What follows belongs to an exercise in optimizing a design on an open flow for small area, a short achievable clock period and few clock cycles per item; a production flow would make more cautious choices.
At most, simulation tests tie the RTL to the original design; equivalence was not proved.

==> build 62 <==
==> flow/design.v <==
package ascon_pkg;
    typedef logic [64-1:0] lane_t;
    typedef logic [2*64-1:0] block_t;
    typedef logic [5-1:0] slice_t;
    typedef logic [5*64-1:0] state_t;
    typedef enum logic [1:0]
    {
        INIT,
        ASSOC,
        TEXT,
        FINAL
    } phase_t;
endpackage
`timescale 1ns/1ps
module ascon_xnor2
(
    input  logic a,
    input  logic b,
    output logic y
);
    assign y = ~(a ^ b);
endmodule
module ascon_nand2
(
    input  logic a,
    input  logic b,
    output logic y
);
    assign y = ~(a & b);
endmodule
module ascon_nor2
(
    input  logic a,
    input  logic b,
    output logic y
);
    assign y = ~(a | b);
endmodule
module ascon_inv
(
    input  logic a,
    output logic y
);
    assign y = ~a;
endmodule
module ascon_sbox_column
(
    input  ascon_pkg::slice_t col_in,
    output ascon_pkg::slice_t col_out
);
    logic x0, x1, x2, x3, x4;
    logic x1n;
    logic m0, m2n, m4n;            
    logic u0, u1n, u2, u3n, u4;    
    logic c0, c1, c2n, c3, c4;     
    assign {x4, x3, x2, x1, x0} = col_in;
    ascon_xor2  u_m0  (.a (x0),  .b (x4),  .y (m0));
    ascon_xnor2 u_m2  (.a (x1),  .b (x2),  .y (m2n));
    ascon_xnor2 u_m4  (.a (x3),  .b (x4),  .y (m4n));
    ascon_nor2  u_u0  (.a (x1),  .b (m2n), .y (u0));
    ascon_nand2 u_u1  (.a (m2n), .b (x3),  .y (u1n));
    ascon_nor2  u_u2  (.a (x3),  .b (m4n), .y (u2));
    ascon_nand2 u_u3  (.a (m4n), .b (m0),  .y (u3n));
    ascon_inv   u_x1n (.a (x1),  .y (x1n));
    ascon_nor2  u_u4  (.a (m0),  .b (x1n), .y (u4));
    ascon_xor2  u_c0  (.a (m0),  .b (u0),  .y (c0));
    ascon_xnor2 u_c1  (.a (x1),  .b (u1n), .y (c1));
    ascon_xor2  u_c2  (.a (m2n), .b (u2),  .y (c2n));
    ascon_xnor2 u_c3  (.a (x3),  .b (u3n), .y (c3));
    ascon_xnor2 u_c4  (.a (m4n), .b (u4),  .y (c4));
    ascon_xor2  u_y0  (.a (c0),  .b (c4),  .y (col_out[0]));
    ascon_xor2  u_y1  (.a (c1),  .b (c0),  .y (col_out[1]));
    assign col_out[2] = c2n;
    ascon_xnor2 u_y3  (.a (c3),  .b (c2n), .y (col_out[3]));
    assign col_out[4] = c4;
endmodule
module ascon_a22o
(
    input  logic a1,
    input  logic a2,
    input  logic b1,
    input  logic b2,
    output logic y
);
    assign y = (a1 & a2) | (b1 & b2);
endmodule
module ascon_and2
(
    input  logic a,
    input  logic b,
    output logic y
);
    assign y = a & b;
endmodule
module ascon_or2
(
    input  logic a,
    input  logic b,
    output logic y
);
    assign y = a | b;
endmodule
`timescale 1ns/1ps
module ascon_xor2
(
    input  logic a,
    input  logic b,
    output logic y
);
    assign y = a ^ b;
endmodule
module ascon_linear_layer
(
    input  ascon_pkg::lane_t s0,
    input  ascon_pkg::lane_t s1,
    input  ascon_pkg::lane_t s2,
    input  ascon_pkg::lane_t s3,
    input  ascon_pkg::lane_t s4,
    input  ascon_pkg::lane_t k0,
    input  ascon_pkg::lane_t k1,
    input  ascon_pkg::lane_t k2,
    input  ascon_pkg::lane_t k3,
    input  ascon_pkg::lane_t k4,
    output ascon_pkg::lane_t x0,
    output ascon_pkg::lane_t x1,
    output ascon_pkg::lane_t x2,
    output ascon_pkg::lane_t x3,
    output ascon_pkg::lane_t x4
);
    localparam int W = 64;
    logic [4:0][W-1:0] s;
    logic [4:0][W-1:0] k;
    logic [4:0][W-1:0] g;
    logic [4:0][W-1:0] h;
    logic [4:0][W-1:0] x;
    function automatic int ra(input int l);
        case (l)
            0: ra = 19;
            1: ra = 61;
            2: ra = 1;
            3: ra = 10;
            default: ra = 7;
        endcase
    endfunction
    function automatic int rb(input int l);
        case (l)
            0: rb = 28;
            1: rb = 39;
            2: rb = 6;
            3: rb = 17;
            default: rb = 41;
        endcase
    endfunction
    assign s[0] = s0;
    assign s[1] = s1;
    assign s[2] = s2;
    assign s[3] = s3;
    assign s[4] = s4;
    assign k[0] = k0;
    assign k[1] = k1;
    assign k[2] = k2;
    assign k[3] = k3;
    assign k[4] = k4;
    for (genvar l = 0; l < 5; l++)
    begin : g_lane
        for (genvar i = 0; i < W; i++)
        begin : g_bit
            ascon_xor2 u_a
            (
                .a (s[l][(i + ra(l)) % W]),
                .b (s[l][(i + rb(l)) % W]),
                .y (h[l][i])
            );
            ascon_xor2 u_k
            (
                .a (s[l][i]),
                .b (k[l][i]),
                .y (g[l][i])
            );
            ascon_xor2 u_b
            (
                .a (g[l][i]),
                .b (h[l][i]),
                .y (x[l][i])
            );
        end
    end
    assign x0 = x[0];
    assign x1 = x[1];
    assign x2 = x[2];
    assign x3 = x[3];
    assign x4 = x[4];
endmodule
`timescale 1ns/1ps
module ascon_sequencer
(
    input  ascon_pkg::state_t s_in,
    input  ascon_pkg::state_t mask,
    output ascon_pkg::state_t s_out
);
    ascon_pkg::lane_t a0, a1, a2, a3, a4;
    ascon_pkg::lane_t b0, b1, b2, b3, b4;
    ascon_pkg::lane_t l0, l1, l2, l3, l4;
    ascon_pkg::lane_t k0, k1, k2, k3, k4;
    assign {k0, k1, k2, k3, k4} = mask;
    assign {a0, a1, a2, a3, a4} = s_in;
    for (genvar b = 0; b < 64; b++)
    begin : g_col
        wire ascon_pkg::slice_t col_in;
        wire ascon_pkg::slice_t col_out;
        assign col_in = {a4[b], a3[b], a2[b], a1[b], a0[b]};
        ascon_sbox_column u_sbox
        (
            .col_in  (col_in),
            .col_out (col_out)
        );
        assign b0[b] = col_out[0];
        assign b1[b] = col_out[1];
        assign b2[b] = col_out[2];
        assign b3[b] = col_out[3];
        assign b4[b] = col_out[4];
    end
    ascon_linear_layer u_linear
    (
        .s0 (b0),
        .s1 (b1),
        .s2 (b2),
        .s3 (b3),
        .s4 (b4),
        .k0 (k0),
        .k1 (k1),
        .k2 (k2),
        .k3 (k3),
        .k4 (k4),
        .x0 (l0),
        .x1 (l1),
        .x2 (l2),
        .x3 (l3),
        .x4 (l4)
    );
    assign s_out = {l0, l1, l2, l3, l4};
endmodule
`timescale 1ns/1ps
module ascon_encrypt_1block
(
    input  logic              clk,
    input  logic              reset,
    input  logic              start,
    input  ascon_pkg::block_t key,
    input  ascon_pkg::block_t nonce,
    input  ascon_pkg::block_t ad,
    input  ascon_pkg::block_t pt,
    output ascon_pkg::block_t c,
    output ascon_pkg::block_t t,
    output logic              busy,
    output logic              done
);
    localparam int W       = 64;
    localparam int LAST    = 12 - 1;
    localparam int PB_LOAD = 12 - 8;
    ascon_pkg::phase_t phase, phase_nx;
    logic [3:0]        cyc, cyc_nx;
    ascon_pkg::lane_t  x0, x1, x2, x3, x4;
    ascon_pkg::block_t key_q;
    ascon_pkg::block_t ad_q;
    ascon_pkg::block_t pc_q;       
    ascon_pkg::lane_t  n0, n1, n2, n3, n4;
    logic              ld;
    logic              busy_nx;
    logic              done_nx;
    logic              last;
    assign last = (cyc == 4'(LAST));
    always_comb
    begin
        busy_nx  = busy;
        done_nx  = 1'b0;
        phase_nx = phase;
        cyc_nx   = cyc + 1'b1;
        if (reset || !busy)
        begin
            busy_nx  = !reset && start;
            phase_nx = ascon_pkg::INIT;
            cyc_nx   = '0;
        end
        else if (last)
        begin
            case (phase)
                ascon_pkg::INIT:
                begin
                    phase_nx = ascon_pkg::ASSOC;
                    cyc_nx   = 4'(PB_LOAD);
                end
                ascon_pkg::ASSOC:
                begin
                    phase_nx = ascon_pkg::TEXT;
                    cyc_nx   = 4'(PB_LOAD);
                end
                ascon_pkg::TEXT:
                begin
                    phase_nx = ascon_pkg::FINAL;
                    cyc_nx   = '0;
                end
                default:
                begin
                    busy_nx  = 1'b0;
                    done_nx  = 1'b1;
                    phase_nx = ascon_pkg::INIT;
                    cyc_nx   = '0;
                end
            endcase
        end
    end
    always_ff @(posedge clk)
    begin
        busy  <= busy_nx;
        ld    <= ~busy_nx;
        done  <= done_nx;
        phase <= phase_nx;
        cyc   <= cyc_nx;
    end
    logic inj_init, inj_assoc, inj_text, inj_key34;
    logic inj_assoc_n;
    logic [7:0] rc_nx;
    assign inj_init    = last && (phase == ascon_pkg::INIT);
    assign inj_assoc   = last && (phase == ascon_pkg::ASSOC);
    assign inj_text    = last && (phase == ascon_pkg::TEXT);
    assign inj_key34   = last && ((phase == ascon_pkg::INIT) || (phase == ascon_pkg::FINAL));
    assign inj_assoc_n = ~inj_assoc;
    assign rc_nx = {~cyc_nx, cyc_nx};
    ascon_pkg::lane_t k0, k1, a0, a1, p0, p1;
    ascon_pkg::lane_t m0, m1, m2, m3, m4;
    ascon_pkg::lane_t d0, d1, d2, d3, d4;
    ascon_pkg::lane_t key_lo;
    ascon_pkg::block_t dk, da, dp, hp;
    localparam ascon_pkg::lane_t IV  = 64'h80800c0800000000;
    localparam ascon_pkg::lane_t RC0 = 64'hf0;
    assign {k0, k1} = key_q;
    assign {a0, a1} = ad_q;
    assign {p0, p1} = pc_q;
    assign key_lo   = key[W-1:0] ^ RC0;
    for (genvar i = 0; i < W; i++)
    begin : g_bit
        ascon_a22o u_m0 (.a1 (inj_init), .a2 (a0[i]), .b1 (inj_assoc), .b2 (p0[i]), .y (m0[i]));
        ascon_a22o u_m1 (.a1 (inj_init), .a2 (a1[i]), .b1 (inj_assoc), .b2 (p1[i]), .y (m1[i]));
        if (i < 8)
        begin : g_rc
            logic kt;
            ascon_and2 u_kt (.a (inj_text), .b (k0[i]), .y (kt));
            ascon_xor2 u_m2 (.a (kt), .b (rc_nx[i]), .y (m2[i]));
        end
        else
        begin : g_norc
            ascon_and2 u_m2 (.a (inj_text), .b (k0[i]), .y (m2[i]));
        end
        ascon_a22o u_m3 (.a1 (inj_key34), .a2 (k0[i]), .b1 (inj_text), .b2 (k1[i]), .y (m3[i]));
        if (i == 0)
        begin : g_dom
            ascon_a22o u_m4 (.a1 (inj_key34), .a2 (k1[i]), .b1 (inj_assoc), .b2 (1'b1), .y (m4[i]));
        end
        else
        begin : g_nodom
            ascon_and2 u_m4 (.a (inj_key34), .b (k1[i]), .y (m4[i]));
        end
        if (IV[i])
        begin : g_iv1
            ascon_or2  u_d0 (.a (ld), .b (n0[i]), .y (d0[i]));
        end
        else
        begin : g_iv0
            ascon_and2 u_d0 (.a (busy), .b (n0[i]), .y (d0[i]));
        end
        ascon_a22o u_d1 (.a1 (ld), .a2 (key[W + i]),   .b1 (busy), .b2 (n1[i]), .y (d1[i]));
        ascon_a22o u_d2 (.a1 (ld), .a2 (key_lo[i]),    .b1 (busy), .b2 (n2[i]), .y (d2[i]));
        ascon_a22o u_d3 (.a1 (ld), .a2 (nonce[W + i]), .b1 (busy), .b2 (n3[i]), .y (d3[i]));
        ascon_a22o u_d4 (.a1 (ld), .a2 (nonce[i]),     .b1 (busy), .b2 (n4[i]), .y (d4[i]));
    end
    ascon_sequencer u_round
    (
        .s_in  ({x0, x1, x2, x3, x4}),
        .mask  ({m0, m1, m2, m3, m4}),
        .s_out ({n0, n1, n2, n3, n4})
    );
    for (genvar i = 0; i < 2 * W; i++)
    begin : g_hold
        ascon_a22o u_dk (.a1 (ld), .a2 (key[i]), .b1 (busy), .b2 (key_q[i]), .y (dk[i]));
        ascon_a22o u_da (.a1 (ld), .a2 (ad[i]),  .b1 (busy), .b2 (ad_q[i]),  .y (da[i]));
        if (i >= W)
        begin : g_hi
            ascon_a22o u_hp (.a1 (inj_assoc), .a2 (n0[i - W]), .b1 (inj_assoc_n), .b2 (pc_q[i]), .y (hp[i]));
        end
        else
        begin : g_lo
            ascon_a22o u_hp (.a1 (inj_assoc), .a2 (n1[i]), .b1 (inj_assoc_n), .b2 (pc_q[i]), .y (hp[i]));
        end
        ascon_a22o u_dp (.a1 (ld), .a2 (pt[i]),  .b1 (busy), .b2 (hp[i]),    .y (dp[i]));
    end
    always_ff @(posedge clk)
    begin
        x0    <= d0;
        x1    <= d1;
        x2    <= d2;
        x3    <= d3;
        x4    <= d4;
        key_q <= dk;
        ad_q  <= da;
        pc_q  <= dp;
    end
    assign c = pc_q;
    assign t = {x3, x4};
endmodule
==> flow/flow/run.sh <==
#!/bin/bash
# Standard layout, with plain buf_1 cells as the port buffers instead of
# the delay buffer that buffer_ports picks by default.
set -euo pipefail
export BUFFER_PORTS_ARGS="-buffer_cell sky130_fd_sc_hd__buf_1"
bash standard.sh > standard.log 2>&1
==> flow/standard.sh <==
#!/bin/bash
# synth_recipe.tcl (not shown) runs the flow's synth.tcl, then flattens the netlist and writes it again
# the make line also repeats each setting of config.mk as NAME=value (left out here)
make -C /OpenROAD-flow-scripts/flow DESIGN_CONFIG=/design/flow/config.mk WORK_HOME=/design/flow/orfs CLKGATE_MAP_FILE= SYNTH_SCRIPT=/design/flow/synth_recipe.tcl "${@:-finish}"
==> flow/config.mk <==
export PLATFORM = sky130hd
export DESIGN_NAME = ascon_encrypt_1block
export DESIGN_NICKNAME = ascon_encrypt_1block
export VERILOG_FILES = /design/flow/design.v
export SDC_FILE = /design/flow/constraint.sdc
export NUM_CORES = 4
export LEC_CHECK = 0
export CAP_MARGIN = 20
export CORE_MARGIN = 2
export CORE_UTILIZATION = 60
export SETUP_SLACK_MARGIN = 5.0
export SLEW_MARGIN = 30
export SYNTH_HIERARCHICAL = 1
export SYNTH_MINIMUM_KEEP_SIZE = 0
==> flow/constraint.sdc <==
create_clock -name core_clock -period 8.0 [get_ports {clk}]
set_input_delay 1.6000 -clock core_clock [delete_from_list [all_inputs] [get_ports {clk}]]
set_output_delay 1.6000 -clock core_clock [all_outputs]
set_load 0.01 [all_outputs]
==> build 88 (differences from build 62) <==
--- a/flow/design.v
+++ b/flow/design.v
@@ -100,6 +100,15 @@
 );
     assign y = a | b;
 endmodule
+module ascon_a21o
+(
+    input  logic a1,
+    input  logic a2,
+    input  logic b,
+    output logic y
+);
+    assign y = (a1 & a2) | b;
+endmodule
 `timescale 1ns/1ps
 module ascon_xor2
 (
@@ -319,19 +328,19 @@
         cyc   <= cyc_nx;
     end
     logic inj_init, inj_assoc, inj_text, inj_key34;
-    logic inj_assoc_n;
+    logic pc_hold;
     logic [7:0] rc_nx;
     assign inj_init    = last && (phase == ascon_pkg::INIT);
     assign inj_assoc   = last && (phase == ascon_pkg::ASSOC);
     assign inj_text    = last && (phase == ascon_pkg::TEXT);
     assign inj_key34   = last && ((phase == ascon_pkg::INIT) || (phase == ascon_pkg::FINAL));
-    assign inj_assoc_n = ~inj_assoc;
+    assign pc_hold     = busy && !inj_assoc;
     assign rc_nx = {~cyc_nx, cyc_nx};
     ascon_pkg::lane_t k0, k1, a0, a1, p0, p1;
     ascon_pkg::lane_t m0, m1, m2, m3, m4;
     ascon_pkg::lane_t d0, d1, d2, d3, d4;
     ascon_pkg::lane_t key_lo;
-    ascon_pkg::block_t dk, da, dp, hp;
+    ascon_pkg::block_t dk, da, dp;
     localparam ascon_pkg::lane_t IV  = 64'h80800c0800000000;
     localparam ascon_pkg::lane_t RC0 = 64'hf0;
     assign {k0, k1} = key_q;
@@ -382,17 +391,18 @@
     );
     for (genvar i = 0; i < 2 * W; i++)
     begin : g_hold
-        ascon_a22o u_dk (.a1 (ld), .a2 (key[i]), .b1 (busy), .b2 (key_q[i]), .y (dk[i]));
-        ascon_a22o u_da (.a1 (ld), .a2 (ad[i]),  .b1 (busy), .b2 (ad_q[i]),  .y (da[i]));
+        logic hp;
+        ascon_a22o u_dk (.a1 (ld), .a2 (key[i]), .b1 (busy),    .b2 (key_q[i]), .y (dk[i]));
+        ascon_a22o u_da (.a1 (ld), .a2 (ad[i]),  .b1 (busy),    .b2 (ad_q[i]),  .y (da[i]));
+        ascon_a22o u_hp (.a1 (ld), .a2 (pt[i]),  .b1 (pc_hold), .b2 (pc_q[i]),  .y (hp));
         if (i >= W)
         begin : g_hi
-            ascon_a22o u_hp (.a1 (inj_assoc), .a2 (n0[i - W]), .b1 (inj_assoc_n), .b2 (pc_q[i]), .y (hp[i]));
+            ascon_a21o u_dp (.a1 (inj_assoc), .a2 (n0[i - W]), .b (hp), .y (dp[i]));
         end
         else
         begin : g_lo
-            ascon_a22o u_hp (.a1 (inj_assoc), .a2 (n1[i]), .b1 (inj_assoc_n), .b2 (pc_q[i]), .y (hp[i]));
+            ascon_a21o u_dp (.a1 (inj_assoc), .a2 (n1[i]),     .b (hp), .y (dp[i]));
         end
-        ascon_a22o u_dp (.a1 (ld), .a2 (pt[i]),  .b1 (busy), .b2 (hp[i]),    .y (dp[i]));
     end
     always_ff @(posedge clk)
     begin
--- a/flow/config.mk
+++ b/flow/config.mk
@@ -7,7 +7,9 @@
 export LEC_CHECK = 0
 export CAP_MARGIN = 20
 export CORE_MARGIN = 2
-export CORE_UTILIZATION = 60
+export CORE_UTILIZATION = 40
+export CTS_CLUSTER_DIAMETER = 80
+export CTS_CLUSTER_SIZE = 20
 export SETUP_SLACK_MARGIN = 5.0
 export SLEW_MARGIN = 30
 export SYNTH_HIERARCHICAL = 1
==> summary.txt <==
                                                                           build 88           build 62
Outcome                                                    timing/DRC/antenna clean  timing/DRC/antenna clean
Multi-In Gates                                                                 3185               3187
Number of antenna violations at the first check in global routing                27                 18
Drt total wl                                                              190000 µm          173000 µm
Starting utilization of the core area                                         0.404              0.604
Number of vias per cell                                                        5.51               6.25
Reg-to-reg endpoint                                                   x3[1]$_DFF_P_     x3[11]$_DFF_P_
Met3 demand-to-capacity share in global routing                              0.0596             0.0958
Router iterations before antenna repair                                           5                  6
Total cell area at the placement stage                                    45700 µm²          44800 µm²
Final net count                                                                5411               5399
Reg area                                                                  14300 µm²          14300 µm²
Simple-gate share of the synthesized area                                    0.0614             0.0610
Setup slack of the most critical reg-to-reg path                            4.96 ns            4.93 ns
Top cell type's share of synthesized area                                     0.348              0.346
Worst hold path endpoint                                           ad_q[45]$_DFF_P_  ad_q[114]$_DFF_P_
Number of global-route vias before repair                                     32700              33300
Testbench counts of build 62, summed over its fixed seeds: cycles 10,504, items 256.
The RTL of build 88 was laid out without a check of its function.

-- static timing again, ports no longer ideal --
No port has a modelled driver above. Below, the same layouts with a new extraction and two added sets of constraints. Step 1: set_driving_cell puts a clkbuf_16 on clk and a buf_2 on each other input, an assumption about the parent block. Step 2 adds t to the input delays and takes it off the output delays; t is the mean of the earliest and latest rising clock arrival at the registers after step 1. Input paths then give back, and output paths get back, about the clock's delay inside the block. Slacks: ideal ports / drivers / drivers and shift; pairs: ideal ports / drivers.
run	t (ns)	slack for setup (ns)	latest minus earliest clock arrival (ns)	worst data-port slew with drivers (ns)	pins driven straight from the clock port
build 62	0.710	4.935 / 4.913 / 4.686	0.024 / 0.024	0.20	1
build 88	0.748	4.960 / 4.951 / 4.738	0.039 / 0.039	0.15	1
After both steps every run listed still meets setup and hold. For build 62, which loses most, drivers alone change the setup slack by -0.022 ns; drivers and shift together by -0.249 ns.
